This design comes from an exercise in tuning for small area, a short achievable clock period and few clock cycles per item on the open sky130 flow, not from production work.
Function was checked by simulation only, so behaviour that the tests miss may differ from the original.
Power figures rest on the tool's default switching activity, not on a simulated workload.

<file path="flow/design.v">
`timescale 1ns / 1ps
`default_nettype none
package abp_pkg;
  localparam int unsigned QUEUE_DEPTH_DEF = 16;
  localparam logic [15:0] TIMEOUT_RESET = 16'd15;
  localparam int unsigned PAYLOAD_BYTES = 20;
  localparam int unsigned PAYLOAD_W     = 8 * PAYLOAD_BYTES;
  localparam int unsigned PSUM_W = 13;
  localparam int unsigned NROWS = 4;
  localparam logic [1:0] CMD_MSG  = 2'd0;
  localparam logic [1:0] CMD_ACK  = 2'd1;
  localparam logic [1:0] CMD_TICK = 2'd2;
  localparam logic [1:0] CMD_NONE = 2'd3;
endpackage
module abp_csa_rows (
  input  wire [159:0] p,
  input  wire [12:0] nc,
  input  wire seq,
  input  wire ack,
  output logic [3:0][12:0] r
);
  logic t1, t2, t3, t4, t5, t6, t7, t8, t9, t10, t11, t12, t13, t14, t15, t16, t17, t18, t19, t20, t21, t22, t23, t24, t25, t26, t27, t28, t29, t30, t31, t32, t33, t34, t35, t36, t37, t38, t39, t40, t41, t42, t43, t44, t45, t46, t47, t48, t49, t50, t51, t52, t53, t54, t55, t56, t57, t58, t59, t60, t61, t62, t63, t64, t65, t66, t67, t68, t69, t70, t71, t72, t73, t74, t75, t76, t77, t78, t79, t80, t81, t82, t83, t84, t85, t86, t87, t88, t89, t90, t91, t92, t93, t94, t95, t96, t97, t98, t99, t100, t101, t102, t103, t104, t105, t106, t107, t108, t109, t110, t111, t112, t113, t114, t115, t116, t117, t118, t119, t120, t121, t122, t123, t124, t125, t126, t127, t128, t129, t130, t131, t132, t133, t134, t135, t136, t137, t138, t139, t140, t141, t142, t143, t144, t145, t146, t147, t148, t149, t150, t151, t152, t153, t154, t155, t156, t157, t158, t159, t160, t161, t162, t163, t164, t165, t166, t167, t168, t169, t170, t171, t172, t173, t174, t175, t176, t177, t178, t179, t180, t181, t182, t183, t184, t185, t186, t187, t188, t189, t190, t191, t192, t193, t194, t195, t196, t197, t198, t199, t200, t201, t202, t203, t204, t205, t206, t207, t208, t209, t210, t211, t212, t213, t214, t215, t216, t217, t218, t219, t220, t221, t222, t223, t224, t225, t226, t227, t228, t229, t230, t231, t232, t233, t234, t235, t236, t237, t238, t239, t240, t241, t242, t243, t244, t245, t246, t247, t248, t249, t250, t251, t252, t253, t254, t255, t256, t257, t258, t259, t260, t261, t262, t263, t264, t265, t266, t267, t268, t269, t270, t271, t272, t273, t274, t275, t276;
  assign t1 = p[0] ^ p[8] ^ p[16];
  assign t2 = (p[0] & p[8]) | (p[0] & p[16]) | (p[8] & p[16]);
  assign t3 = p[24] ^ p[32] ^ p[40];
  assign t4 = (p[24] & p[32]) | (p[24] & p[40]) | (p[32] & p[40]);
  assign t5 = p[1] ^ p[9] ^ p[17];
  assign t6 = (p[1] & p[9]) | (p[1] & p[17]) | (p[9] & p[17]);
  assign t7 = p[25] ^ p[33] ^ p[41];
  assign t8 = (p[25] & p[33]) | (p[25] & p[41]) | (p[33] & p[41]);
  assign t9 = p[2] ^ p[10] ^ p[18];
  assign t10 = (p[2] & p[10]) | (p[2] & p[18]) | (p[10] & p[18]);
  assign t11 = p[26] ^ p[34] ^ p[42];
  assign t12 = (p[26] & p[34]) | (p[26] & p[42]) | (p[34] & p[42]);
  assign t13 = p[3] ^ p[11] ^ p[19];
  assign t14 = (p[3] & p[11]) | (p[3] & p[19]) | (p[11] & p[19]);
  assign t15 = p[27] ^ p[35] ^ p[43];
  assign t16 = (p[27] & p[35]) | (p[27] & p[43]) | (p[35] & p[43]);
  assign t17 = p[4] ^ p[12] ^ p[20];
  assign t18 = (p[4] & p[12]) | (p[4] & p[20]) | (p[12] & p[20]);
  assign t19 = p[28] ^ p[36] ^ p[44];
  assign t20 = (p[28] & p[36]) | (p[28] & p[44]) | (p[36] & p[44]);
  assign t21 = p[5] ^ p[13] ^ p[21];
  assign t22 = (p[5] & p[13]) | (p[5] & p[21]) | (p[13] & p[21]);
  assign t23 = p[29] ^ p[37] ^ p[45];
  assign t24 = (p[29] & p[37]) | (p[29] & p[45]) | (p[37] & p[45]);
  assign t25 = p[6] ^ p[14] ^ p[22];
  assign t26 = (p[6] & p[14]) | (p[6] & p[22]) | (p[14] & p[22]);
  assign t27 = p[30] ^ p[38] ^ p[46];
  assign t28 = (p[30] & p[38]) | (p[30] & p[46]) | (p[38] & p[46]);
  assign t29 = ~p[7] ^ ~p[15] ^ ~p[23];
  assign t30 = (~p[7] & ~p[15]) | (~p[7] & ~p[23]) | (~p[15] & ~p[23]);
  assign t31 = ~p[31] ^ ~p[39] ^ ~p[47];
  assign t32 = (~p[31] & ~p[39]) | (~p[31] & ~p[47]) | (~p[39] & ~p[47]);
  assign t33 = t1 ^ t3 ^ p[48];
  assign t34 = (t1 & t3) | (t1 & p[48]) | (t3 & p[48]);
  assign t35 = p[56] ^ p[64] ^ p[72];
  assign t36 = (p[56] & p[64]) | (p[56] & p[72]) | (p[64] & p[72]);
  assign t37 = p[80] ^ p[88] ^ p[96];
  assign t38 = (p[80] & p[88]) | (p[80] & p[96]) | (p[88] & p[96]);
  assign t39 = t2 ^ t4 ^ t5;
  assign t40 = (t2 & t4) | (t2 & t5) | (t4 & t5);
  assign t41 = t7 ^ p[49] ^ p[57];
  assign t42 = (t7 & p[49]) | (t7 & p[57]) | (p[49] & p[57]);
  assign t43 = p[65] ^ p[73] ^ p[81];
  assign t44 = (p[65] & p[73]) | (p[65] & p[81]) | (p[73] & p[81]);
  assign t45 = p[89] ^ p[97] ^ p[105];
  assign t46 = (p[89] & p[97]) | (p[89] & p[105]) | (p[97] & p[105]);
  assign t47 = p[113] ^ p[121];
  assign t48 = p[113] & p[121];
  assign t49 = t6 ^ t8 ^ t9;
  assign t50 = (t6 & t8) | (t6 & t9) | (t8 & t9);
  assign t51 = t11 ^ p[50] ^ p[58];
  assign t52 = (t11 & p[50]) | (t11 & p[58]) | (p[50] & p[58]);
  assign t53 = p[66] ^ p[74] ^ p[82];
  assign t54 = (p[66] & p[74]) | (p[66] & p[82]) | (p[74] & p[82]);
  assign t55 = p[90] ^ p[98] ^ p[106];
  assign t56 = (p[90] & p[98]) | (p[90] & p[106]) | (p[98] & p[106]);
  assign t57 = p[114] ^ p[122] ^ p[130];
  assign t58 = (p[114] & p[122]) | (p[114] & p[130]) | (p[122] & p[130]);
  assign t59 = p[138] ^ p[146];
  assign t60 = p[138] & p[146];
  assign t61 = t10 ^ t12 ^ t13;
  assign t62 = (t10 & t12) | (t10 & t13) | (t12 & t13);
  assign t63 = t15 ^ p[51] ^ p[59];
  assign t64 = (t15 & p[51]) | (t15 & p[59]) | (p[51] & p[59]);
  assign t65 = p[67] ^ p[75] ^ p[83];
  assign t66 = (p[67] & p[75]) | (p[67] & p[83]) | (p[75] & p[83]);
  assign t67 = p[91] ^ p[99] ^ p[107];
  assign t68 = (p[91] & p[99]) | (p[91] & p[107]) | (p[99] & p[107]);
  assign t69 = p[115] ^ p[123] ^ p[131];
  assign t70 = (p[115] & p[123]) | (p[115] & p[131]) | (p[123] & p[131]);
  assign t71 = p[139] ^ p[147] ^ p[155];
  assign t72 = (p[139] & p[147]) | (p[139] & p[155]) | (p[147] & p[155]);
  assign t73 = t14 ^ t16 ^ t17;
  assign t74 = (t14 & t16) | (t14 & t17) | (t16 & t17);
  assign t75 = t19 ^ p[52] ^ p[60];
  assign t76 = (t19 & p[52]) | (t19 & p[60]) | (p[52] & p[60]);
  assign t77 = p[68] ^ p[76] ^ p[84];
  assign t78 = (p[68] & p[76]) | (p[68] & p[84]) | (p[76] & p[84]);
  assign t79 = p[92] ^ p[100] ^ p[108];
  assign t80 = (p[92] & p[100]) | (p[92] & p[108]) | (p[100] & p[108]);
  assign t81 = p[116] ^ p[124] ^ p[132];
  assign t82 = (p[116] & p[124]) | (p[116] & p[132]) | (p[124] & p[132]);
  assign t83 = p[140] ^ p[148] ^ p[156];
  assign t84 = (p[140] & p[148]) | (p[140] & p[156]) | (p[148] & p[156]);
  assign t85 = t18 ^ t20 ^ t21;
  assign t86 = (t18 & t20) | (t18 & t21) | (t20 & t21);
  assign t87 = t23 ^ p[53] ^ p[61];
  assign t88 = (t23 & p[53]) | (t23 & p[61]) | (p[53] & p[61]);
  assign t89 = p[69] ^ p[77] ^ p[85];
  assign t90 = (p[69] & p[77]) | (p[69] & p[85]) | (p[77] & p[85]);
  assign t91 = p[93] ^ p[101] ^ p[109];
  assign t92 = (p[93] & p[101]) | (p[93] & p[109]) | (p[101] & p[109]);
  assign t93 = p[117] ^ p[125] ^ p[133];
  assign t94 = (p[117] & p[125]) | (p[117] & p[133]) | (p[125] & p[133]);
  assign t95 = p[141] ^ p[149] ^ p[157];
  assign t96 = (p[141] & p[149]) | (p[141] & p[157]) | (p[149] & p[157]);
  assign t97 = t22 ^ t24 ^ t25;
  assign t98 = (t22 & t24) | (t22 & t25) | (t24 & t25);
  assign t99 = t27 ^ p[54] ^ p[62];
  assign t100 = (t27 & p[54]) | (t27 & p[62]) | (p[54] & p[62]);
  assign t101 = p[70] ^ p[78] ^ p[86];
  assign t102 = (p[70] & p[78]) | (p[70] & p[86]) | (p[78] & p[86]);
  assign t103 = p[94] ^ p[102] ^ p[110];
  assign t104 = (p[94] & p[102]) | (p[94] & p[110]) | (p[102] & p[110]);
  assign t105 = p[118] ^ p[126] ^ p[134];
  assign t106 = (p[118] & p[126]) | (p[118] & p[134]) | (p[126] & p[134]);
  assign t107 = p[142] ^ p[150] ^ p[158];
  assign t108 = (p[142] & p[150]) | (p[142] & p[158]) | (p[150] & p[158]);
  assign t109 = t26 ^ t28 ^ t29;
  assign t110 = (t26 & t28) | (t26 & t29) | (t28 & t29);
  assign t111 = t31 ^ ~p[55] ^ ~p[63];
  assign t112 = (t31 & ~p[55]) | (t31 & ~p[63]) | (~p[55] & ~p[63]);
  assign t113 = ~p[71] ^ ~p[79] ^ ~p[87];
  assign t114 = (~p[71] & ~p[79]) | (~p[71] & ~p[87]) | (~p[79] & ~p[87]);
  assign t115 = ~p[95] ^ ~p[103] ^ ~p[111];
  assign t116 = (~p[95] & ~p[103]) | (~p[95] & ~p[111]) | (~p[103] & ~p[111]);
  assign t117 = ~p[119] ^ ~p[127] ^ ~p[135];
  assign t118 = (~p[119] & ~p[127]) | (~p[119] & ~p[135]) | (~p[127] & ~p[135]);
  assign t119 = ~p[143] ^ ~p[151] ^ ~p[159];
  assign t120 = (~p[143] & ~p[151]) | (~p[143] & ~p[159]) | (~p[151] & ~p[159]);
  assign t121 = t33 ^ t35 ^ t37;
  assign t122 = (t33 & t35) | (t33 & t37) | (t35 & t37);
  assign t123 = p[104] ^ p[112] ^ p[120];
  assign t124 = (p[104] & p[112]) | (p[104] & p[120]) | (p[112] & p[120]);
  assign t125 = t34 ^ t36 ^ t38;
  assign t126 = (t34 & t36) | (t34 & t38) | (t36 & t38);
  assign t127 = t39 ^ t41 ^ t43;
  assign t128 = (t39 & t41) | (t39 & t43) | (t41 & t43);
  assign t129 = t45 ^ t47 ^ p[129];
  assign t130 = (t45 & t47) | (t45 & p[129]) | (t47 & p[129]);
  assign t131 = t40 ^ t42 ^ t44;
  assign t132 = (t40 & t42) | (t40 & t44) | (t42 & t44);
  assign t133 = t46 ^ t48 ^ t49;
  assign t134 = (t46 & t48) | (t46 & t49) | (t48 & t49);
  assign t135 = t51 ^ t53 ^ t55;
  assign t136 = (t51 & t53) | (t51 & t55) | (t53 & t55);
  assign t137 = t57 ^ t59;
  assign t138 = t57 & t59;
  assign t139 = t50 ^ t52 ^ t54;
  assign t140 = (t50 & t52) | (t50 & t54) | (t52 & t54);
  assign t141 = t56 ^ t58 ^ t60;
  assign t142 = (t56 & t58) | (t56 & t60) | (t58 & t60);
  assign t143 = t61 ^ t63 ^ t65;
  assign t144 = (t61 & t63) | (t61 & t65) | (t63 & t65);
  assign t145 = t67 ^ t69 ^ t71;
  assign t146 = (t67 & t69) | (t67 & t71) | (t69 & t71);
  assign t147 = t62 ^ t64 ^ t66;
  assign t148 = (t62 & t64) | (t62 & t66) | (t64 & t66);
  assign t149 = t68 ^ t70 ^ t72;
  assign t150 = (t68 & t70) | (t68 & t72) | (t70 & t72);
  assign t151 = t73 ^ t75 ^ t77;
  assign t152 = (t73 & t75) | (t73 & t77) | (t75 & t77);
  assign t153 = t79 ^ t81 ^ t83;
  assign t154 = (t79 & t81) | (t79 & t83) | (t81 & t83);
  assign t155 = t74 ^ t76 ^ t78;
  assign t156 = (t74 & t76) | (t74 & t78) | (t76 & t78);
  assign t157 = t80 ^ t82 ^ t84;
  assign t158 = (t80 & t82) | (t80 & t84) | (t82 & t84);
  assign t159 = t85 ^ t87 ^ t89;
  assign t160 = (t85 & t87) | (t85 & t89) | (t87 & t89);
  assign t161 = t91 ^ t93 ^ t95;
  assign t162 = (t91 & t93) | (t91 & t95) | (t93 & t95);
  assign t163 = t86 ^ t88 ^ t90;
  assign t164 = (t86 & t88) | (t86 & t90) | (t88 & t90);
  assign t165 = t92 ^ t94 ^ t96;
  assign t166 = (t92 & t94) | (t92 & t96) | (t94 & t96);
  assign t167 = t97 ^ t99 ^ t101;
  assign t168 = (t97 & t99) | (t97 & t101) | (t99 & t101);
  assign t169 = t103 ^ t105 ^ t107;
  assign t170 = (t103 & t105) | (t103 & t107) | (t105 & t107);
  assign t171 = t98 ^ t100 ^ t102;
  assign t172 = (t98 & t100) | (t98 & t102) | (t100 & t102);
  assign t173 = t104 ^ t106 ^ t108;
  assign t174 = (t104 & t106) | (t104 & t108) | (t106 & t108);
  assign t175 = t109 ^ t111 ^ t113;
  assign t176 = (t109 & t111) | (t109 & t113) | (t111 & t113);
  assign t177 = t115 ^ t117 ^ t119;
  assign t178 = (t115 & t117) | (t115 & t119) | (t117 & t119);
  assign t179 = t110 ^ t112 ^ t114;
  assign t180 = (t110 & t112) | (t110 & t114) | (t112 & t114);
  assign t181 = t116 ^ t118 ^ t120;
  assign t182 = (t116 & t118) | (t116 & t120) | (t118 & t120);
  assign t183 = t121 ^ t123 ^ p[128];
  assign t184 = (t121 & t123) | (t121 & p[128]) | (t123 & p[128]);
  assign t185 = p[136] ^ p[144];
  assign t186 = p[136] & p[144];
  assign t187 = t122 ^ t124 ^ t125;
  assign t188 = (t122 & t124) | (t122 & t125) | (t124 & t125);
  assign t189 = t127 ^ t129 ^ p[137];
  assign t190 = (t127 & t129) | (t127 & p[137]) | (t129 & p[137]);
  assign t191 = p[145] ^ p[153];
  assign t192 = p[145] & p[153];
  assign t193 = t126 ^ t128 ^ t130;
  assign t194 = (t126 & t128) | (t126 & t130) | (t128 & t130);
  assign t195 = t131 ^ t133 ^ t135;
  assign t196 = (t131 & t133) | (t131 & t135) | (t133 & t135);
  assign t197 = t137 ^ p[154] ^ nc[2];
  assign t198 = (t137 & p[154]) | (t137 & nc[2]) | (p[154] & nc[2]);
  assign t199 = t132 ^ t134 ^ t136;
  assign t200 = (t132 & t134) | (t132 & t136) | (t134 & t136);
  assign t201 = t138 ^ t139 ^ t141;
  assign t202 = (t138 & t139) | (t138 & t141) | (t139 & t141);
  assign t203 = t143 ^ t145 ^ nc[3];
  assign t204 = (t143 & t145) | (t143 & nc[3]) | (t145 & nc[3]);
  assign t205 = t140 ^ t142 ^ t144;
  assign t206 = (t140 & t142) | (t140 & t144) | (t142 & t144);
  assign t207 = t146 ^ t147 ^ t149;
  assign t208 = (t146 & t147) | (t146 & t149) | (t147 & t149);
  assign t209 = t151 ^ t153 ^ nc[4];
  assign t210 = (t151 & t153) | (t151 & nc[4]) | (t153 & nc[4]);
  assign t211 = t148 ^ t150 ^ t152;
  assign t212 = (t148 & t150) | (t148 & t152) | (t150 & t152);
  assign t213 = t154 ^ t155 ^ t157;
  assign t214 = (t154 & t155) | (t154 & t157) | (t155 & t157);
  assign t215 = t159 ^ t161 ^ nc[5];
  assign t216 = (t159 & t161) | (t159 & nc[5]) | (t161 & nc[5]);
  assign t217 = t156 ^ t158 ^ t160;
  assign t218 = (t156 & t158) | (t156 & t160) | (t158 & t160);
  assign t219 = t162 ^ t163 ^ t165;
  assign t220 = (t162 & t163) | (t162 & t165) | (t163 & t165);
  assign t221 = t167 ^ t169 ^ nc[6];
  assign t222 = (t167 & t169) | (t167 & nc[6]) | (t169 & nc[6]);
  assign t223 = t164 ^ t166 ^ t168;
  assign t224 = (t164 & t166) | (t164 & t168) | (t166 & t168);
  assign t225 = t170 ^ t171 ^ t173;
  assign t226 = (t170 & t171) | (t170 & t173) | (t171 & t173);
  assign t227 = t175 ^ t177 ^ nc[7];
  assign t228 = (t175 & t177) | (t175 & nc[7]) | (t177 & nc[7]);
  assign t229 = t172 ^ t174 ^ t176;
  assign t230 = (t172 & t174) | (t172 & t176) | (t174 & t176);
  assign t231 = t178 ^ t179 ^ t181;
  assign t232 = (t178 & t179) | (t178 & t181) | (t179 & t181);
  assign t233 = t30 ^ t32 ^ nc[8];
  assign t234 = (t30 & t32) | (t30 & nc[8]) | (t32 & nc[8]);
  assign t235 = t180 ^ t182;
  assign t236 = t180 & t182;
  assign t237 = t183 ^ t185 ^ p[152];
  assign t238 = (t183 & t185) | (t183 & p[152]) | (t185 & p[152]);
  assign t239 = t184 ^ t186 ^ t187;
  assign t240 = (t184 & t186) | (t184 & t187) | (t186 & t187);
  assign t241 = t189 ^ t191;
  assign t242 = t189 & t191;
  assign t243 = t188 ^ t190 ^ t192;
  assign t244 = (t188 & t190) | (t188 & t192) | (t190 & t192);
  assign t245 = t193 ^ t195 ^ t197;
  assign t246 = (t193 & t195) | (t193 & t197) | (t195 & t197);
  assign t247 = t194 ^ t196 ^ t198;
  assign t248 = (t194 & t196) | (t194 & t198) | (t196 & t198);
  assign t249 = t199 ^ t201 ^ t203;
  assign t250 = (t199 & t201) | (t199 & t203) | (t201 & t203);
  assign t251 = t200 ^ t202 ^ t204;
  assign t252 = (t200 & t202) | (t200 & t204) | (t202 & t204);
  assign t253 = t205 ^ t207 ^ t209;
  assign t254 = (t205 & t207) | (t205 & t209) | (t207 & t209);
  assign t255 = t206 ^ t208 ^ t210;
  assign t256 = (t206 & t208) | (t206 & t210) | (t208 & t210);
  assign t257 = t211 ^ t213 ^ t215;
  assign t258 = (t211 & t213) | (t211 & t215) | (t213 & t215);
  assign t259 = t212 ^ t214 ^ t216;
  assign t260 = (t212 & t214) | (t212 & t216) | (t214 & t216);
  assign t261 = t217 ^ t219 ^ t221;
  assign t262 = (t217 & t219) | (t217 & t221) | (t219 & t221);
  assign t263 = t218 ^ t220 ^ t222;
  assign t264 = (t218 & t220) | (t218 & t222) | (t220 & t222);
  assign t265 = t223 ^ t225 ^ t227;
  assign t266 = (t223 & t225) | (t223 & t227) | (t225 & t227);
  assign t267 = t224 ^ t226 ^ t228;
  assign t268 = (t224 & t226) | (t224 & t228) | (t226 & t228);
  assign t269 = t229 ^ t231 ^ t233;
  assign t270 = (t229 & t231) | (t229 & t233) | (t231 & t233);
  assign t271 = t230 ^ t232 ^ t234;
  assign t272 = (t230 & t232) | (t230 & t234) | (t232 & t234);
  assign t273 = t235 ^ nc[9] ^ 1'b1;
  assign t274 = (t235 & nc[9]) | (t235 & 1'b1) | (nc[9] & 1'b1);
  assign t275 = t236 ^ nc[10];
  assign t276 = t236 & nc[10];
  assign r[0] = {nc[12], t276, t272, t268, t264, t260, t256, t252, t248, t244, t240, t238, t237};
  assign r[1] = {1'b1, nc[11], t274, t270, t266, t262, t258, t254, t250, t246, t242, t239, nc[0]};
  assign r[2] = {1'b0, 1'b0, t275, t271, t267, t263, t259, t255, t251, t247, t243, t241, seq};
  assign r[3] = {1'b0, 1'b0, 1'b1, t273, t269, t265, t261, t257, t253, t249, t245, nc[1], ack};
endmodule
module abp_csa_eq (
  input  wire [3:0][12:0] r,
  output logic       eq
);
  logic e1, e2, e3, e4, e5, e6, e7, e8, e9, e10, e11, e12, e13, e14, e15, e16, e17, e18, e19, e20, e21, e22, e23, e24, e25, e26, e27, e28, e29, e30, e31, e32, e33, e34, e35, e36, e37, e38, e39, e40, e41, e42, e43, e44, e45, e46, e47, e48, e49, e50, e51, e52;
  logic [12:0] x, y;
  assign e1 = r[0][0] ^ r[1][0];
  assign e2 = r[0][0] & r[1][0];
  assign e3 = r[0][1] ^ r[1][1] ^ r[2][1];
  assign e4 = (r[0][1] & r[1][1]) | (r[0][1] & r[2][1]) | (r[1][1] & r[2][1]);
  assign e5 = r[0][2] ^ r[1][2] ^ r[2][2];
  assign e6 = (r[0][2] & r[1][2]) | (r[0][2] & r[2][2]) | (r[1][2] & r[2][2]);
  assign e7 = r[0][3] ^ r[1][3] ^ r[2][3];
  assign e8 = (r[0][3] & r[1][3]) | (r[0][3] & r[2][3]) | (r[1][3] & r[2][3]);
  assign e9 = r[0][4] ^ r[1][4] ^ r[2][4];
  assign e10 = (r[0][4] & r[1][4]) | (r[0][4] & r[2][4]) | (r[1][4] & r[2][4]);
  assign e11 = r[0][5] ^ r[1][5] ^ r[2][5];
  assign e12 = (r[0][5] & r[1][5]) | (r[0][5] & r[2][5]) | (r[1][5] & r[2][5]);
  assign e13 = r[0][6] ^ r[1][6] ^ r[2][6];
  assign e14 = (r[0][6] & r[1][6]) | (r[0][6] & r[2][6]) | (r[1][6] & r[2][6]);
  assign e15 = r[0][7] ^ r[1][7] ^ r[2][7];
  assign e16 = (r[0][7] & r[1][7]) | (r[0][7] & r[2][7]) | (r[1][7] & r[2][7]);
  assign e17 = r[0][8] ^ r[1][8] ^ r[2][8];
  assign e18 = (r[0][8] & r[1][8]) | (r[0][8] & r[2][8]) | (r[1][8] & r[2][8]);
  assign e19 = r[0][9] ^ r[1][9] ^ r[2][9];
  assign e20 = (r[0][9] & r[1][9]) | (r[0][9] & r[2][9]) | (r[1][9] & r[2][9]);
  assign e21 = r[0][10] ^ r[1][10] ^ r[2][10];
  assign e22 = (r[0][10] & r[1][10]) | (r[0][10] & r[2][10]) | (r[1][10] & r[2][10]);
  assign e23 = r[0][11] ^ r[1][11] ^ r[2][11];
  assign e24 = (r[0][11] & r[1][11]) | (r[0][11] & r[2][11]) | (r[1][11] & r[2][11]);
  assign e25 = r[0][12] ^ r[1][12] ^ r[2][12];
  assign e26 = (r[0][12] & r[1][12]) | (r[0][12] & r[2][12]) | (r[1][12] & r[2][12]);
  assign e27 = e1 ^ r[2][0];
  assign e28 = e1 & r[2][0];
  assign e29 = e2 ^ e3 ^ r[3][1];
  assign e30 = (e2 & e3) | (e2 & r[3][1]) | (e3 & r[3][1]);
  assign e31 = e4 ^ e5 ^ r[3][2];
  assign e32 = (e4 & e5) | (e4 & r[3][2]) | (e5 & r[3][2]);
  assign e33 = e6 ^ e7 ^ r[3][3];
  assign e34 = (e6 & e7) | (e6 & r[3][3]) | (e7 & r[3][3]);
  assign e35 = e8 ^ e9 ^ r[3][4];
  assign e36 = (e8 & e9) | (e8 & r[3][4]) | (e9 & r[3][4]);
  assign e37 = e10 ^ e11 ^ r[3][5];
  assign e38 = (e10 & e11) | (e10 & r[3][5]) | (e11 & r[3][5]);
  assign e39 = e12 ^ e13 ^ r[3][6];
  assign e40 = (e12 & e13) | (e12 & r[3][6]) | (e13 & r[3][6]);
  assign e41 = e14 ^ e15 ^ r[3][7];
  assign e42 = (e14 & e15) | (e14 & r[3][7]) | (e15 & r[3][7]);
  assign e43 = e16 ^ e17 ^ r[3][8];
  assign e44 = (e16 & e17) | (e16 & r[3][8]) | (e17 & r[3][8]);
  assign e45 = e18 ^ e19 ^ r[3][9];
  assign e46 = (e18 & e19) | (e18 & r[3][9]) | (e19 & r[3][9]);
  assign e47 = e20 ^ e21 ^ r[3][10];
  assign e48 = (e20 & e21) | (e20 & r[3][10]) | (e21 & r[3][10]);
  assign e49 = e22 ^ e23 ^ r[3][11];
  assign e50 = (e22 & e23) | (e22 & r[3][11]) | (e23 & r[3][11]);
  assign e51 = e24 ^ e25 ^ r[3][12];
  assign e52 = (e24 & e25) | (e24 & r[3][12]) | (e25 & r[3][12]);
  assign x = {e50, e48, e46, e44, e42, e40, e38, e36, e34, e32, e30, e28, e27};
  assign y = {e51, e49, e47, e45, e43, e41, e39, e37, e35, e33, e31, e29, r[3][0]};
  assign eq = &(x ^ y);
endmodule
`default_nettype wire
`timescale 1ns / 1ps
`default_nettype none
module abp_queue #(
  parameter int unsigned DEPTH = 17,
  parameter int unsigned W     = abp_pkg::PAYLOAD_W
) (
  input  wire              clk_i,
  input  wire              push_i,
  input  wire  [W-1:0]     wdata_i,
  input  wire  [DEPTH-1:0] sel_i,
  output logic [W-1:0]     rdata_o
);
  logic [DEPTH-1:0][W-1:0] mem;
  always_ff @(posedge clk_i) begin
    if (push_i) begin
      mem[0] <= wdata_i;
      for (int i = 1; i < DEPTH; i++) begin
        mem[i] <= mem[i-1];
      end
    end
  end
  always_comb begin
    rdata_o = '0;
    for (int i = 0; i < DEPTH; i++) begin
      rdata_o = rdata_o | (mem[i] & {W{sel_i[i]}});
    end
  end
endmodule
`default_nettype wire
`timescale 1ns / 1ps
`default_nettype none
module abp_sender_with_queue_unit #(
  parameter int unsigned QUEUE_DEPTH = abp_pkg::QUEUE_DEPTH_DEF
) (
  input  wire         clk_i,
  input  wire         rst_ni,
  input  wire         cfg_we_i,
  input  wire  [15:0] cfg_wdata_i,
  input  wire         in_valid_i,
  output logic        in_ready_o,
  input  wire  [1:0]  in_cmd_i,
  input  wire         in_seq_i,
  input  wire         in_ack_i,
  input  wire  [31:0] in_checksum_i,
  input  wire  [63:0] in_payload_lo_i,
  input  wire  [63:0] in_payload_mid_i,
  input  wire  [31:0] in_payload_hi_i,
  output logic        out_valid_o,
  input  wire         out_ready_i,
  output logic        out_sent_o,
  output logic        out_seq_o,
  output logic        out_ack_o,
  output logic [31:0] out_checksum_o,
  output logic [63:0] out_lo_o,
  output logic [63:0] out_mid_o,
  output logic [31:0] out_hi_o,
  output logic        out_dropped_o,
  output logic [4:0]  out_queue_level_o
);
  localparam int unsigned PSUM_W = abp_pkg::PSUM_W;
  localparam int unsigned PAY_W  = abp_pkg::PAYLOAD_W;
  localparam int unsigned NR     = abp_pkg::NROWS;
  logic [15:0] timeout_q;
  always_ff @(posedge clk_i or negedge rst_ni) begin
    if (!rst_ni) begin
      timeout_q <= abp_pkg::TIMEOUT_RESET;
    end else if (cfg_we_i) begin
      timeout_q <= cfg_wdata_i;
    end
  end
  logic [1:0]                 a_cmd_q;
  logic                       a_ack_q;
  logic [NR-1:0][PSUM_W-1:0]  a_rows_q;
  logic [PSUM_W-1:0]          a_nk_q;
  logic                       a_upok_q;
  logic                       a_push_q;
  logic                       a_vld_q;
  logic                       out_vld_q;
  logic                       fire;
  logic                       accept;
  logic                       push_in;
  logic [PAY_W-1:0]           in_pay;
  logic [NR-1:0][PSUM_W-1:0]  in_rows;
  logic [PSUM_W-1:0]          in_nk;
  logic                       in_upok;
  assign fire       = a_vld_q && (!out_vld_q || out_ready_i);
  assign in_ready_o = out_ready_i;
  assign accept     = in_valid_i && out_ready_i;
  assign in_pay  = {in_payload_hi_i, in_payload_mid_i, in_payload_lo_i};
  assign in_nk   = in_checksum_i[PSUM_W-1:0] + 13'd1 - {12'd0, in_seq_i} - {12'd0, in_ack_i};
  assign in_upok = (&in_checksum_i[31:12]) || !(|in_checksum_i[31:12]);
  abp_csa_rows u_rows (
    .p   (in_pay),
    .nc  (~in_checksum_i[PSUM_W-1:0]),
    .seq (in_seq_i),
    .ack (in_ack_i),
    .r   (in_rows)
  );
  always_ff @(posedge clk_i or negedge rst_ni) begin
    if (!rst_ni) begin
      a_vld_q <= 1'b0;
    end else if (accept || fire) begin
      a_vld_q <= accept;
    end
  end
  always_ff @(posedge clk_i) begin
    if (accept) begin
      a_cmd_q  <= in_cmd_i;
      a_ack_q  <= in_ack_i;
      a_rows_q <= in_rows;
      a_nk_q   <= in_nk;
      a_upok_q <= in_upok;
      a_push_q <= push_in;
    end
  end
  logic        wait_q, wait_d;
  logic        exp_ack_q, exp_ack_d;
  logic        seq_q, seq_d;
  logic [15:0] timer_q, timer_d;
  logic [4:0]  level_q, level_d;
  logic [QUEUE_DEPTH:0] lvl_q, lvl_d;
  logic                 lvl_inc;
  logic                 lvl_dec;
  logic [PSUM_W-1:0] a_psum;
  logic              sum_eq;
  logic              ack_good;
  logic [15:0]       timer_start;
  always_comb begin
    a_psum = a_nk_q;
    for (int k = 0; k < NR; k++) begin
      a_psum = a_psum + a_rows_q[k];
    end
  end
  logic [PSUM_W-1:0] a_psum_seq;
  always_comb begin
    a_psum_seq = a_nk_q + {12'd0, seq_q};
    for (int k = 0; k < NR; k++) begin
      a_psum_seq = a_psum_seq + a_rows_q[k];
    end
  end
  abp_csa_eq u_eq (
    .r  (a_rows_q),
    .eq (sum_eq)
  );
  assign ack_good    = wait_q && (a_ack_q == exp_ack_q) && sum_eq && a_upok_q;
  assign timer_start = (timeout_q == '0) ? 16'd1 : timeout_q;
  logic snd;
  logic src_resend;
  logic src_head;
  logic src_new;
  logic push;
  logic drop;
  always_comb begin
    wait_d     = wait_q;
    exp_ack_d  = exp_ack_q;
    seq_d      = seq_q;
    timer_d    = timer_q;
    level_d    = level_q;
    lvl_inc    = 1'b0;
    lvl_dec    = 1'b0;
    snd        = 1'b0;
    src_resend = 1'b0;
    src_head   = 1'b0;
    src_new    = 1'b0;
    push       = 1'b0;
    drop       = 1'b0;
    if (a_vld_q) begin
      unique case (a_cmd_q)
        abp_pkg::CMD_MSG: begin
          if (!wait_q) begin
            snd      = 1'b1;
            push     = 1'b1;
            src_head = !lvl_q[0];
            src_new  = lvl_q[0];
          end else if (!lvl_q[QUEUE_DEPTH]) begin
            push    = 1'b1;
            lvl_inc = 1'b1;
            level_d = level_q + 5'd1;
          end else begin
            drop = 1'b1;
          end
        end
        abp_pkg::CMD_ACK: begin
          if (ack_good) begin
            wait_d    = 1'b0;
            timer_d   = '0;
            exp_ack_d = ~exp_ack_q;
            seq_d     = ~seq_q;
            if (!lvl_q[0]) begin
              snd      = 1'b1;
              src_head = 1'b1;
              lvl_dec  = 1'b1;
              level_d  = level_q - 5'd1;
            end
          end
        end
        abp_pkg::CMD_TICK: begin
          if (timer_q != '0) begin
            timer_d = timer_q - 16'd1;
            if (timer_q == 16'd1) begin
              snd        = 1'b1;
              src_resend = 1'b1;
            end
          end
        end
        default: begin
        end
      endcase
    end
    if (snd) begin
      wait_d  = 1'b1;
      timer_d = timer_start;
    end
    if (lvl_inc) begin
      lvl_d = {lvl_q[QUEUE_DEPTH-1:0], 1'b0};
    end else if (lvl_dec) begin
      lvl_d = {1'b0, lvl_q[QUEUE_DEPTH:1]};
    end else begin
      lvl_d = lvl_q;
    end
  end
  always_ff @(posedge clk_i or negedge rst_ni) begin
    if (!rst_ni) begin
      wait_q    <= 1'b0;
      exp_ack_q <= 1'b0;
      seq_q     <= 1'b0;
      timer_q   <= '0;
      level_q   <= '0;
      lvl_q     <= (QUEUE_DEPTH + 1)'(1);
    end else if (fire) begin
      wait_q    <= wait_d;
      exp_ack_q <= exp_ack_d;
      seq_q     <= seq_d;
      timer_q   <= timer_d;
      level_q   <= level_d;
      lvl_q     <= lvl_d;
    end
  end
  logic a_is_ack;
  logic room_q;
  logic room_d;
  logic room_wo_sum;
  logic room_if_sum;
  assign a_is_ack    = a_vld_q && (a_cmd_q == abp_pkg::CMD_ACK);
  assign room_q      = !wait_q || !lvl_q[QUEUE_DEPTH];
  assign room_d      = !wait_d || !lvl_d[QUEUE_DEPTH];
  assign room_wo_sum = a_is_ack ? room_q : room_d;
  assign room_if_sum = a_is_ack && wait_q && (a_ack_q == exp_ack_q) && a_upok_q;
  assign push_in     = accept && (in_cmd_i == abp_pkg::CMD_MSG) &&
                       (room_wo_sum || (room_if_sum && sum_eq));
  logic                   npend;
  logic [QUEUE_DEPTH-1:0] head_pay_sel;
  logic [PAY_W-1:0]       head_pay;
  assign npend = a_vld_q && a_push_q;
  always_comb begin
    for (int i = 0; i < QUEUE_DEPTH; i++) begin
      head_pay_sel[i] = npend ? lvl_q[i] : lvl_q[i+1];
    end
  end
  abp_queue #(
    .DEPTH (QUEUE_DEPTH),
    .W     (PAY_W)
  ) u_queue (
    .clk_i   (clk_i),
    .push_i  (push_in),
    .wdata_i (in_pay),
    .sel_i   (head_pay_sel),
    .rdata_o (head_pay)
  );
  logic             cur_load;
  logic [PAY_W-1:0] cur_pay_q;
  assign cur_load = fire && (src_head || src_new);
  logic snd2;
  assign snd2 = a_vld_q &&
                (((a_cmd_q == abp_pkg::CMD_MSG) && !wait_q) ||
                 ((a_cmd_q == abp_pkg::CMD_ACK) && ack_good && (level_q != '0)) ||
                 ((a_cmd_q == abp_pkg::CMD_TICK) && (timer_q == 16'd1)));
  always_ff @(posedge clk_i) begin
    if (fire) begin
      r_sent_pay_q[0] <= snd;
      r_sent_pay_q[2] <= snd2;
    end
  end
  always_ff @(posedge clk_i or negedge rst_ni) begin
    if (!rst_ni) begin
      r_sent_pay_q[1] <= 1'b1;
      r_sent_pay_q[3] <= 1'b0;
    end else if (fire) begin
      r_sent_pay_q[1] <= snd;
      r_sent_pay_q[3] <= snd2;
    end
  end
  always_ff @(posedge clk_i) begin
    if (cur_load) begin
      cur_pay_q <= head_pay;
    end
  end
  logic [QUEUE_DEPTH-1:0] head_sel;
  logic [PSUM_W-1:0]      head_psum;
  always_comb begin
    for (int i = 0; i < QUEUE_DEPTH; i++) begin
      head_sel[i] = lvl_q[i+1];
    end
  end
  abp_queue #(
    .DEPTH (QUEUE_DEPTH),
    .W     (PSUM_W)
  ) u_psums (
    .clk_i   (clk_i),
    .push_i  (push && fire),
    .wdata_i (a_psum),
    .sel_i   (head_sel),
    .rdata_o (head_psum)
  );
  logic [PSUM_W-1:0] cur_chk_q;
  logic [PSUM_W-1:0] snd_chk;
  logic              snd_seq;
  assign snd_seq = a_is_ack ? !seq_q : seq_q;
  always_comb begin
    if (src_resend) begin
      snd_chk = cur_chk_q;
    end else if (src_head) begin
      snd_chk = head_psum + {12'd0, snd_seq};
    end else begin
      snd_chk = a_psum_seq;
    end
  end
  always_ff @(posedge clk_i or negedge rst_ni) begin
    if (!rst_ni) begin
      cur_chk_q <= '0;
    end else if (fire && snd) begin
      cur_chk_q <= snd_chk;
    end
  end
  logic              r_sent_q;
  logic              r_seq_q;
  logic              r_drop_q;
  logic [3:0]        r_sent_pay_q;
  always_ff @(posedge clk_i or negedge rst_ni) begin
    if (!rst_ni) begin
      out_vld_q <= 1'b0;
      r_sent_q  <= 1'b0;
      r_seq_q   <= 1'b0;
      r_drop_q  <= 1'b0;
    end else begin
      if (fire) begin
        out_vld_q <= 1'b1;
      end else if (out_ready_i) begin
        out_vld_q <= 1'b0;
      end
      if (fire) begin
        r_sent_q <= snd;
        r_seq_q  <= snd && snd_seq;
        r_drop_q <= drop;
      end
    end
  end
  logic [PSUM_W-1:0] out_chk;
  logic [PAY_W-1:0]  out_pay;
  assign out_chk = cur_chk_q & {PSUM_W{r_sent_q}};
  assign out_pay = cur_pay_q & {{32{r_sent_q}}, {32{r_sent_pay_q[3]}}, {32{r_sent_pay_q[2]}},
                                {32{r_sent_pay_q[1]}}, {32{r_sent_pay_q[0]}}};
  assign out_valid_o       = out_vld_q;
  assign out_sent_o        = r_sent_q;
  assign out_seq_o         = r_seq_q;
  assign out_ack_o         = 1'b0;
  assign out_checksum_o    = {{(32-PSUM_W){out_chk[PSUM_W-1]}}, out_chk};
  assign out_lo_o          = out_pay[63:0];
  assign out_mid_o         = out_pay[127:64];
  assign out_hi_o          = out_pay[159:128];
  assign out_dropped_o     = r_drop_q;
  assign out_queue_level_o = level_q;
endmodule
`default_nettype wire
</file>
<file path="flow/flow/run.sh">
#!/bin/bash
set -euo pipefail
export SETUP_SLACK_MARGIN=6.5
export BUFFER_PORTS_ARGS="-buffer_cell sky130_fd_sc_hd__buf_1"
bash standard.sh > standard.log 2>&1
</file>
<file path="flow/standard.sh">
#!/bin/bash
# synth_recipe.tcl (not shown) runs the flow's synth.tcl, then flattens the netlist and writes it again
# the make line also repeats each setting of config.mk as NAME=value (left out here)
make -C /OpenROAD-flow-scripts/flow DESIGN_CONFIG=/design/flow/config.mk WORK_HOME=/design/flow/orfs CLKGATE_MAP_FILE= SYNTH_SCRIPT=/design/flow/synth_recipe.tcl "${@:-finish}"
</file>
<file path="flow/config.mk">
export PLATFORM = sky130hd
export DESIGN_NAME = abp_sender_with_queue_unit
export DESIGN_NICKNAME = abp_sender_with_queue_unit
export VERILOG_FILES = /design/flow/design.v
export SDC_FILE = /design/flow/constraint.sdc
export NUM_CORES = 4
export LEC_CHECK = 0
export CAP_MARGIN = 20
export CORE_MARGIN = 2
export CORE_UTILIZATION = 40
export CTS_CLUSTER_DIAMETER = 100
export CTS_CLUSTER_SIZE = 24
export SLEW_MARGIN = 20
</file>
<file path="flow/constraint.sdc">
create_clock -name core_clock -period 11.0 [get_ports {clk_i}]
set_input_delay 2.2000 -clock core_clock [delete_from_list [all_inputs] [get_ports {clk_i}]]
set_output_delay 2.2000 -clock core_clock [all_outputs]
set_load 0.01 [all_outputs]
</file>
==> summary.md, run 1 <==
| Metric | Value |
|---|---|
| First-pass GRT wire length | `478.9 mm` |
| Starting Density | `40.11%` |
| FF-to-FF path depth | `16` |
| Routed via count | `65684` |
| Reg2Reg Launch Point | `a_rows_q[9]$_DFFE_PP_` |
| Hold buffers post-CTS | `0` |
| Bufs and invs on worst path | `2` |
| TritonCTS clock tree | `built` |
| Post-synth EDFFs | `2993` |
| Clock Tree Buf Depth | `4` |
| IO Pins | `420` |
| Initial DRC count | `9465` |
| Post-route clock period utilization | `41.87%` |
| Hold Path End | `u_queue.mem[380]$_DFFE_PP_` |
| Status | `no timing/DRC/antenna violations` |
| Antenna violations before repair | `41` |
| Hold path start | `u_queue.mem[220]$_DFFE_PP_` |
| Final Critical Period | `4.605 ns` |
| Synth area leaders | `edfxtp_1 77%, a22o_1 5.2%, a221oi_1 5.2%, fa_1 3.1%, dfrtp_1 1.5%` |
| Largest net degree at the start of global routing | `209` |
| Total Power | `30.03 mW` |
| Die X | `543.6 um` |
| FP Rows | `198` |
| Leakage | `42.65 nW` |
| Crit-path max FO | `2` |
| Most frequent cells after synthesis | `2993 x edfxtp_1, 691 x a22o_1, 688 x a221oi_1, 267 x inv_1, 193 x clkbuf_1` |
| Synthesis Warnings | `3` |
| TNS Setup | `0 ns` |
| WP data arrival | `2.41 ns` |
| Max-cap violations | `0` |
| CP delay by family, top | `buffers and inverters` |
| Slew Viols, Final | `0` |
| HP Class | `reg -> reg` |
| Vias per Instance | `6.148` |
| Register area | `91820 um^2` |
| Grt ovf | `0` |
| Worst slew margin | `23.00%` |
| Core Area | `290300 um^2` |
| Register-to-register setup slack | `6.42 ns` |
| Fin. Hold Viols | `0` |
| Number of global-route vias before repair | `62847` |
| Most numerous cell in the Yosys netlist | `edfxtp_1` |
| Max IR drop VDD | `409.7 uV` |
| Syn Inst Count | `6163` |
| Distinct cells, synth | `77` |
| Ys async rst share | `2.508%` |
| Element type at the critical path start | `primary input` |
| Layout cell share with drive strength beyond 1 | `9.936%` |
| Unrepaired setup endpoints after global routing | `yes` |
| PD cells | `226.1 nW/um^2` |
| Yosys top cell by area | `edfxtp_1` |
| FF+latch count, synth | `3070` |
| CP Cell Sequence | `buf_12 > buf_6` |
| Die Y | `543.6 um` |
| Slew @ Worst Pin | `1.155 ns` |
| WL/cell | `33.22 um` |
| Critical Path Sink Type | `output port` |
| WL final | `354.8 mm` |
| Achievable Freq | `0.2171 GHz` |
| GP Congestion | `0.8284` |
| Syn_nets | `6614` |
| Syn-to-layout area delta | `14.03%` |
| Final HPWL from detailed placement | `194.6 mm` |
| Gr usage total | `22.63%` |
| Die area | `295500 um^2` |
| Yosys top cell area share | `77.17%` |
| Slowest cell on the critical path | `buf_6` |
| Area of the multi-input gates | `22210 um^2` |
| CTS buffer count | `159` |
| Residual DRC | `0` |
| Clk_skew | `0.07423 ns` |
| Post-synthesis sequential area ratio | `78.83%` |
| Pre-antenna DRT Iters | `6` |
| Mapped Area | `116500 um^2` |
| Clk Latency, worst-skew pair | `0.91 ns` |
| R2r endpoint | `u_queue.mem[9]$_DFFE_PP_` |
| Final nets | `7179` |
| Worst EP required | `8.80 ns` |
| Antenna Nets Post-Route | `0` |
| Clk slew on worst S/H paths | `0.10 ns` |
| Fillers | `24670` |
| Hold depth | `0` |
| Top_reg_cell synth | `edfxtp_1` |
| Buffers added on ports | `418` |
| H-Tree Depth | `4` |
| WS Path Type | `in -> out` |
| Final setup vio count | `0` |
| CP peak stage delay | `0.11 ns` |
| Mean Syn Cell Area | `18.90 um^2` |
| CTS Sinks | `3070` |
| Root Driver | `clkbuf_16` |
## report_power, final
group / internal [mW] / leakage (nW) / switching [mW] / total (mW)
Combinational: 3.38 / 12.5 / 6.55 / 9.94
Clock: 2.69 / 2.11 / 3.72 / 6.42
Sequential: 13.4 / 28.1 / 0.277 / 13.7
Total: 19.5 / 42.7 / 10.6 / 30.0
## logic make-up after synthesis
| family | Yosys count | synth area share, % |
|---|---|---|
| adders and majority gates | 234 | 3.668 |
| other | 1 | 0.003220 |
| DFF | 3070 | 78.83 |
| AOI/OAI and AO/OA | 1560 | 11.40 |
| xor gates and xnor gates | 63 | 0.4738 |
| and+or+nand+nor | 546 | 2.805 |
| buffers and inverters | 645 | 2.374 |
| muxes | 44 | 0.4437 |
## cell usage in the layout (no fill, tap or decap), drive strengths merged, types with 18 or more instances in the layout
| cell | Yosys | layout |
|---|---|---|
| a221oi | 690 | 690 |
| o21ai | 44 | 44 |
| and2 | 177 | 177 |
| a22o | 691 | 691 |
| dfrtp | 71 | 71 |
| clkbuf | 194 | 271 |
| nor2 | 54 | 54 |
| a21oi | 47 | 47 |
| nor4 | 18 | 18 |
| buf | 182 | 678 |
| ha | 55 | 55 |
| diode | 0 | 20 |
| nand2 | 46 | 47 |
| xor2 | 23 | 23 |
| xnor2 | 40 | 40 |
| a22oi | 29 | 29 |
| inv | 268 | 279 |
| nand4 | 178 | 178 |
| mux2 | 34 | 34 |
| edfxtp | 2993 | 2993 |
| fa | 179 | 179 |
## sequential cells by signal, indices dropped and copies added, names as in the netlist, 13 cells and up
register / cells
cur_pay_q: 160
timeout_q: 16
cur_chk_q: 13
timer_q: 16
u_queue.mem: 2560
a_rows_q: 46
u_psums.mem: 208
a_nk_q: 13
lvl_q: 17
## how the worst max path moves through the flow
stage / slack [ns] / endpoint / cells past startpoint / start
finish: 6.39 / in_ready_o / 2 / out_ready_i
detailed placement: 4.77 / u_queue.mem[1151]$_DFFE_PP_ / 13 / a_rows_q[1]$_DFFE_PP_
floorplan: -87.42 / a_push_q$_DFFE_PP_ / 2 / in_valid_i
global placement: 4.95 / u_queue.mem[991]$_DFFE_PP_ / 13 / a_rows_q[1]$_DFFE_PP_
global route: 6.33 / u_queue.mem[1443]$_DFFE_PP_ / 18 / a_rows_q[8]$_DFFE_PP_
CTS: 6.39 / in_ready_o / 2 / out_ready_i
## area by class of cell
cell class | count | area share (%)
diodes | 20 | 0.03768
multi-input cells | 2449 | 16.72
inverters | 269 | 0.7754
well taps | 3900 | 3.674
flip-flops and latches | 3070 | 69.14
clock inverters | 22 | 0.2176
repair buffers | 779 | 6.395
clock buffers | 174 | 3.038
## routing by layer
metal  GRT usage (%)  up-vias  share of wire [%]
met5               0        -              0.025
met4           7.606       14                3.5
met3           4.377      440                9.7
met2           35.10     4009                 46
met1           32.02    34708                 41
li1                -    26513                  -
## per-stage QoR
stage	util (%)	instance area, um^2	hold WS [ns]	instances	setup slack, ns
detailed placement	42.12	122300	0.4331	10191	4.770
floorplan	-	116500	0.4264	6163	-87.42
global placement	42.12	122300	0.4273	10191	4.952
global route	45.73	132800	0.4148	10675	6.327
CTS	44.42	129000	0.4056	10474	6.394
finish	45.74	132800	0.4030	10683	6.395
## what timing repair did
| action | CTS | global route |
|---|---|---|
| endpoints found under the setup margin | 2815 | 2486 |
| pin swaps | 13 | 26 |
| cloned | 56 | 133 |
| gates resized for setup | 147 | 135 |
| buffers inserted | 31 | 55 |
Testbench counts, summed over its fixed seeds: cycles 24,016, items 24,000.
==> run 2: changes to the inputs <==
==> flow/flow/run.sh (replaced) <==
#!/bin/bash
set -euo pipefail
export SETUP_SLACK_MARGIN=6.3
export BUFFER_PORTS_ARGS="-buffer_cell sky130_fd_sc_hd__buf_1"
bash standard.sh > standard.log 2>&1
==> run 2 against run 1 <==
Compared with the run above: design area shrank 3.1%; die area unchanged; clock power barely moved; sequential share of layout area up 2.2 points; worst setup slack worse by 0.082 ns; global-route usage fell by 0.38 points; register-to-register slack got worse by 0.03 ns; largest cell class unchanged; non-clock buffer count down 198; synthesized area unchanged; combinational power down 2.1%; final cell count shrank 1.9%.
==> summary.md, run 2 <==
| Metric | Value |
|---|---|
| Ys async rst share | `2.508%` |
| Core Area | `290300 um^2` |
| Clock Tree Buf Depth | `4` |
| Mapped Area | `116500 um^2` |
| Distinct cells, synth | `77` |
| Max-cap violations | `0` |
| HP Class | `reg -> reg` |
| Slew Viols, Final | `0` |
| Syn Inst Count | `6163` |
| Grt ovf | `0` |
| Clock network power share | `21.5%` |
| Largest register FFs | `2560` |
| Comb pwr share | `32.6%` |
| Yosys top cell by area | `edfxtp_1` |
| Crit-path max FO | `3` |
| Layout cell share with drive strength beyond 1 | `6.627%` |
| Top Registers | `u_queue.mem (2560), u_psums.mem (208), cur_pay_q (160)` |
| WS Path Type | `in -> out` |
| Final nets | `6980` |
| Sw power | `10.47 mW` |
| Post-route clock period utilization | `42.61%` |
| WL/cell | `32.67 um` |
| Leakage | `40.81 nW` |
| Sw Ratio | `35.13%` |
| Syn_nets | `6614` |
| GP Congestion | `0.8284` |
| Critical Path Sink Type | `output port` |
| Status | `no timing/DRC/antenna violations` |
| Antenna Nets Post-Route | `0` |
| WP data arrival | `2.49 ns` |
| Antenna violations before repair | `38` |
| Achievable Freq | `0.2133 GHz` |
| Initial DRC count | `9499` |
| Fillers | `25071` |
| Most frequent cells after synthesis | `2993 x edfxtp_1, 691 x a22o_1, 688 x a221oi_1, 267 x inv_1, 193 x clkbuf_1` |
| FF+latch count, synth | `3070` |
| CTS Sinks | `3070` |
| Final HPWL from detailed placement | `194.6 mm` |
| Post-synthesis sequential area ratio | `78.83%` |
| PD cells | `231.6 nW/um^2` |
| Cells after DPL | `10191` |
| Routed via count | `64232` |
| Clk_skew | `0.07171 ns` |
| TNS Setup | `0 ns` |
| Slew @ Worst Pin | `1.081 ns` |
| Worst EP required | `8.80 ns` |
| Synthesis Warnings | `3` |
| Top_reg_cell synth | `edfxtp_1` |
| Syn-to-layout area delta | `10.49%` |
| Unrepaired setup endpoints after global routing | `yes` |
| Fin. Hold Viols | `0` |
| Most flop-heavy register | `u_queue.mem` |
| Most frequent cells in the layout | `2993 x edfxtp_1, 691 x a22o_1, 688 x a221oi_1` |
| TritonCTS clock tree | `built` |
| Final setup vio count | `0` |
| Area of the multi-input gates | `22150 um^2` |
| Number of global-route vias before repair | `62340` |
| Residual DRC | `0` |
| Clk slew on worst S/H paths | `0.10 ns` |
| IO Pins | `420` |
| Max IR drop VDD | `403.9 uV` |
| Starting Density | `40.11%` |
| Reg power frac | `45.9%` |
| Largest net degree at the start of global routing | `209` |
| Hold buffers post-CTS | `0` |
| Post-synth EDFFs | `2993` |
| Slowest cell on the critical path | `buf_4` |
| Final Non-Filler Cells | `10481` |
| First-pass GRT wire length | `471.8 mm` |
| WL final | `342.4 mm` |
| Register area | `91820 um^2` |
| CP peak stage delay | `0.14 ns` |
| CP delay by family, top | `buffers and inverters` |
| Bufs and invs on worst path | `2` |
| CP Cell Sequence | `buf_4 > buf_2` |
| Die X | `543.6 um` |
| CTS buffer count | `159` |
| Internal Power | `19.34 mW` |
| Buffers added on ports | `418` |
| H-Tree Depth | `4` |
| FP Rows | `198` |
| Commonest non-fill, non-tap cell in the layout | `edfxtp_1` |
| Element type at the critical path start | `primary input` |
| Clk Latency, worst-skew pair | `0.90 ns` |
| Final Critical Period | `4.687 ns` |
| Die Y | `543.6 um` |
| Worst slew margin | `27.65%` |
| Yosys top cell area share | `77.17%` |
| Root Driver | `clkbuf_16` |
| Mean Syn Cell Area | `18.90 um^2` |
| Pre-antenna DRT Iters | `8` |
| Gr usage total | `22.25%` |
| Vias per Instance | `6.128` |
| Most numerous cell in the Yosys netlist | `edfxtp_1` |
| Die area | `295500 um^2` |
| Synth area leaders | `edfxtp_1 77%, a22o_1 5.2%, a221oi_1 5.2%, fa_1 3.1%, dfrtp_1 1.5%` |
[run 2: changes by cell type in the layout (fill, tap and decap cells not counted), sizes merged]
cell,before,now
buf,678,539
diode,20,17
inv,279,278
bufbuf,4,8
clkbuf,271,208
nand2,47,46
clkinv,9,10
[run 2: kinds of logic after synthesis]
logic type / after synthesis / share of synthesized area, %
multiplexers: 44 / 0.4437
flip-flops: 3070 / 78.83
AO/OA/AOI/OAI: 1560 / 11.40
adder cells (fa/ha/maj): 234 / 3.668
other: 1 / 0.003220
AND/OR/NAND/NOR: 546 / 2.805
XOR/XNOR: 63 / 0.4738
buffers and inverters: 645 / 2.374
[run 2: through the flow]
stage	power, mW	hold WS, ns	utilization, %	worst slack [ns]	instance area [um^2]
2_1_floorplan	20.59	0.4264	-	-87.42	116500
3_3_place_gp	23.53	0.4273	42.12	4.952	122300
3_5_place_dp	23.58	0.4331	42.12	4.770	122300
4_1_cts	29.94	0.4056	44.05	6.293	127900
5_1_grt	30.95	0.4148	44.31	6.206	128700
6_report	29.81	0.4037	44.32	6.313	128700
[run 2: power by group through the flow]
| stage | sequential [mW] | clock (mW) | combinational, mW |
|---|---|---|---|
| 2_1_floorplan | 14.7 | 0 | 5.89 |
| 3_3_place_gp | 13.9 | 0 | 9.60 |
| 3_5_place_dp | 13.9 | 0 | 9.64 |
| 4_1_cts | 13.7 | 6.53 | 9.74 |
| 5_1_grt | 13.7 | 6.87 | 10.4 |
| 6_report | 13.7 | 6.41 | 9.73 |
[run 2: path summary, 6_finish.rpt]
path / startpoint / endpoint / slack (ns) / depth (start not counted)
setup / recovery: out_ready_i / in_ready_o / 6.31 / 2
hold / removal: u_queue.mem[220]$_DFFE_PP_ / u_queue.mem[380]$_DFFE_PP_ / 0.40 / 0
setup reg to reg: a_rows_q[8]$_DFFE_PP_ / u_queue.mem[145]$_DFFE_PP_ / 6.39 / 14
hold reg to reg: u_queue.mem[220]$_DFFE_PP_ / u_queue.mem[380]$_DFFE_PP_ / 0.40 / 0
max in group asynchronous: rst_ni / r_sent_q$_DFFE_PN0P_ / 8.52 / 2
min in group asynchronous: rst_ni / cur_chk_q[3]$_DFFE_PN0P_ / 1.15 / 1
[run 2: cell type report]
class	instances	share of cell area (%)
flip-flops and latches	3070	71.35
diodes	17	0.03306
clock buffers	174	3.136
inverters	269	0.7983
clock inverters	22	0.2246
well taps	3900	3.792
multi-input cells	2448	17.22
repair buffers	581	3.446
[run 2: what timing repair did]
action / 4_1_cts / 5_1_grt
cloned: 31 / 22
buffers inserted: 9 / 14
pin swaps: 2 / 8
resized for setup: 80 / 27
setup endpoints to repair: 2643 / 2269
[run 2: routing by layer]
metal	share of wire (%)	GRT usage [%]
met1	42	31.65
met2	46	34.64
met3	9.0	4.037
met4	3.4	7.198
met5	0.020	0
==> run 3: changes to the inputs <==
--- a/flow/config.mk
+++ b/flow/config.mk
@@ -11,3 +11,4 @@
 export CTS_CLUSTER_DIAMETER = 100
 export CTS_CLUSTER_SIZE = 24
 export SLEW_MARGIN = 20
+export TNS_END_PERCENT = 20
==> run 3 against run 2 <==
Compared with the run above: count of clock-buffer cells in the layout is the same; design area shrank 0.40%; clock power is essentially flat; utilization shrank 0.18 points; critical path type unchanged; critical endpoint unchanged; largest power group unchanged.
==> summary.md, run 3 <==
| Metric | Value |
|---|---|
| PD cells | `232.4 nW/um^2` |
| Register area | `91810 um^2` |
| Syn_nets | `6614` |
| Hold path start | `u_queue.mem[220]$_DFFE_PP_` |
| Post-synth EDFFs | `2993` |
| Max-cap violations | `0` |
| Hold depth | `0` |
| Hold Path End | `u_queue.mem[380]$_DFFE_PP_` |
| Ys async rst share | `2.508%` |
| CP peak stage delay | `0.18 ns` |
| Synthesis Warnings | `3` |
| Sw Ratio | `35.12%` |
| Comb pwr share | `32.6%` |
| Root Driver | `clkbuf_16` |
| Die area | `295500 um^2` |
| Distinct cells, synth | `77` |
| Starting Density | `40.11%` |
| Most frequent cells after synthesis | `2993 x edfxtp_1, 691 x a22o_1, 688 x a221oi_1, 267 x inv_1, 193 x clkbuf_1` |
| First-pass GRT wire length | `471.5 mm` |
| Most flop-heavy register | `u_queue.mem` |
| Number of global-route vias before repair | `62303` |
| Yosys top cell by area | `edfxtp_1` |
| WP data arrival | `2.56 ns` |
| CTS Sinks | `3070` |
| DP Area | `122300 um^2` |
| Sw power | `10.46 mW` |
| WL/cell | `32.49 um` |
| Commonest non-fill, non-tap cell in the layout | `edfxtp_1` |
| Grt ovf | `0` |
| Antenna Nets Post-Route | `0` |
| Routed via count | `64080` |
| Largest register FFs | `2560` |
| IO Pins | `420` |
| TNS Setup | `0 ns` |
| Unrepaired setup endpoints after global routing | `yes` |
| Clock Tree Buf Depth | `4` |
| Die Y | `543.6 um` |
| Met3 usage | `4.072%` |
| FF-to-FF path depth | `14` |
| FP Rows | `198` |
| Status | `no timing/DRC/antenna violations` |
| Die X | `543.6 um` |
| CP Cell Sequence | `buf_2 > buf_1` |
| Mean Syn Cell Area | `18.90 um^2` |
| Critical Path Sink Type | `output port` |
| Final Instance Area | `128200 um^2` |
| Clk Latency, worst-skew pair | `0.91 ns` |
| Initial DRC count | `9319` |
| Yosys top cell area share | `77.17%` |
| Residual DRC | `0` |
| Most numerous cell in the Yosys netlist | `edfxtp_1` |
| Final HPWL from detailed placement | `194.6 mm` |
| Area of the multi-input gates | `22150 um^2` |
| Post-route clock period utilization | `43.27%` |
| Largest net degree at the start of global routing | `209` |
| R2r endpoint | `u_queue.mem[1145]$_DFFE_PP_` |
| Antenna violations before repair | `38` |
| Worst EP required | `8.80 ns` |
| GR peak layer | `met2` |
| Final Critical Period | `4.760 ns` |
| Setup WS pre-CTS | `4.770 ns` |
| Register-to-register setup slack | `6.39 ns` |
| Slowest cell on the critical path | `buf_2` |
| Bufs and invs on worst path | `2` |
| Final nets | `6956` |
| Max IR drop VDD | `401.3 uV` |
| CP delay by family, top | `buffers and inverters` |
| Post-synthesis sequential area ratio | `78.83%` |
| Fin. Hold Viols | `0` |
| Top Registers | `u_queue.mem (2560), u_psums.mem (208), cur_pay_q (160)` |
| GP Congestion | `0.8284` |
| Layout cell share with drive strength beyond 1 | `6.055%` |
| GR Util met1 | `31.59%` |
| CTS buffer count | `159` |
| H-Tree Depth | `4` |
| Gr usage total | `22.23%` |
| Reg2Reg Launch Point | `a_rows_q[8]$_DFFE_PP_` |
| HP Class | `reg -> reg` |
| Hold_ws | `0.4082 ns` |
| Setup WS post-layout | `6.240 ns` |
| Fillers | `25118` |
| Core Area | `290300 um^2` |
| Slew @ Worst Pin | `1.083 ns` |
| Clk slew on worst S/H paths | `0.09 ns` |
| Buffers added on ports | `418` |
| Mapped Area | `116500 um^2` |
| Final setup vio count | `0` |
| TritonCTS clock tree | `built` |
| Leakage | `40.56 nW` |
| Met2 Usage GRT | `34.65%` |
| Syn-to-layout area delta | `10.05%` |
| Element type at the critical path start | `primary input` |
| Internal Power | `19.32 mW` |
| Crit-path max FO | `3` |
| Most frequent cells in the layout | `2993 x edfxtp_1, 691 x a22o_1, 688 x a221oi_1` |
| Clock network power share | `21.5%` |
| Vias per Instance | `6.128` |
| Synth area leaders | `edfxtp_1 77%, a22o_1 5.2%, a221oi_1 5.2%, fa_1 3.1%, dfrtp_1 1.5%` |
| Achievable Freq | `0.2101 GHz` |
| Pre-antenna DRT Iters | `6` |
| Worst slew margin | `27.81%` |
| WS Path Type | `in -> out` |
| WL final | `339.7 mm` |
| Clk_skew | `0.07312 ns` |
| Syn Inst Count | `6163` |
| Top_reg_cell synth | `edfxtp_1` |
| Slew Viols, Final | `0` |
| FF+latch count, synth | `3070` |
| Reg power frac | `45.9%` |
==> run 3: cell counts after synthesis <==
No cell type changed its count.
==> run 3: worst max-delay path by stage <==
stage | slack [ns] | depth (start not counted) | startpoint | to
2_1_floorplan | -87.42 | 2 | in_valid_i | a_push_q$_DFFE_PP_
3_3_place_gp | 4.95 | 13 | a_rows_q[1]$_DFFE_PP_ | u_queue.mem[991]$_DFFE_PP_
3_5_place_dp | 4.77 | 13 | a_rows_q[1]$_DFFE_PP_ | u_queue.mem[1151]$_DFFE_PP_
4_1_cts | 6.15 | 3 | r_sent_pay_q[1]$_DFFE_PN1P_ | out_lo_o[43]
5_1_grt | 6.18 | 3 | r_sent_q$_DFFE_PN0P_ | out_hi_o[22]
6_report | 6.24 | 2 | out_ready_i | in_ready_o
==> run 3: final cells by class <==
cell class              count  share of cell area, %
flip-flops and latches   3070                  71.64
multi-input cells        2448                  17.29
well taps                3900                  3.807
clock buffers             174                  3.148
repair buffers            557                  3.065
inverters                 269                 0.7986
clock inverters            22                 0.2255
diodes                     17                0.03319
==> run 3: per-layer routing <==
layer / part of all wire [%] / vias up
met5: 0.021 / -
met1: 41 / 34072
li1: - / 26045
met3: 8.9 / 421
met2: 46 / 3532
met4: 3.5 / 10
==> run 3: power groups by stage <==
stage	sequential, mW	combinational, mW	clock, mW
after floorplan	14.7	5.89	0
final	13.7	9.71	6.40
after detailed placement	13.9	9.64	0
after global placement	13.9	9.60	0
after global routing	13.7	10.3	6.87
after CTS	13.7	9.73	6.53
==> run 3: per-stage QoR <==
| step | power, mW | std cells | utilization [%] |
|---|---|---|---|
| floorplan | 20.59 | 6163 | - |
| global placement | 23.53 | 10191 | 42.12 |
| detailed placement | 23.58 | 10191 | 42.12 |
| CTS | 29.93 | 10425 | 44.02 |
| global route | 30.93 | 10449 | 44.14 |
| finish | 29.78 | 10457 | 44.14 |
==> run 3: logic make-up (layout without fill, tap and decap cells) <==
family / after synthesis / after routing / synth area share, %
compound gates: 1560 / 1560 / 11.40
other cells: 1 / 18 / 0.003220
flops: 3070 / 3070 / 78.83
xor+xnor: 63 / 63 / 0.4738
mux: 44 / 44 / 0.4437
buf+inv: 645 / 1022 / 2.374
fa+ha+maj: 234 / 234 / 3.668
simple gates: 546 / 546 / 2.805
==> run 3: timing repair <==
action                                   CTS  global route
hold buffers                               0             0
pin swaps                                  2             3
cloned                                    29             8
resized for setup                         67            23
buffers inserted                           9             6
hold endpoints to repair                   0             0
endpoints found under the setup margin  2643          2271

separate check: timing with driven ports:
In the flow no input, the clock included, has a driving cell. The finished layouts below were timed again as built, in two steps.
Step 1 (the two cells are an assumption about what drives the block):
set clk [get_ports {clk_i}]
set_driving_cell -lib_cell sky130_fd_sc_hd__clkbuf_16 $clk
set_driving_cell -lib_cell sky130_fd_sc_hd__buf_2 [delete_from_list [all_inputs] $clk]
Step 2 moves the port delays by t, midway between the first and last clock arrival at a register: inputs arrive t later, outputs are due t later. That takes back most of the time a late clock gives input paths.
a / b / c = ideal / step 1 / step 2; a / b = the first two.
run	t (ns)	slack for setup (ns)	worst slew at a driven data input, ns	cell pins on the clock port's net
run 1	0.973	6.395 / 6.346 / 5.512	0.24	1
run 2	0.958	6.313 / 6.288 / 5.420	0.23	1
run 3	0.967	6.240 / 6.215 / 5.374	0.21	1
After both steps every run listed still meets setup and hold. The setup slack of run 2, which loses most, moves by -0.025 ns with the drivers and by -0.893 ns with both steps.
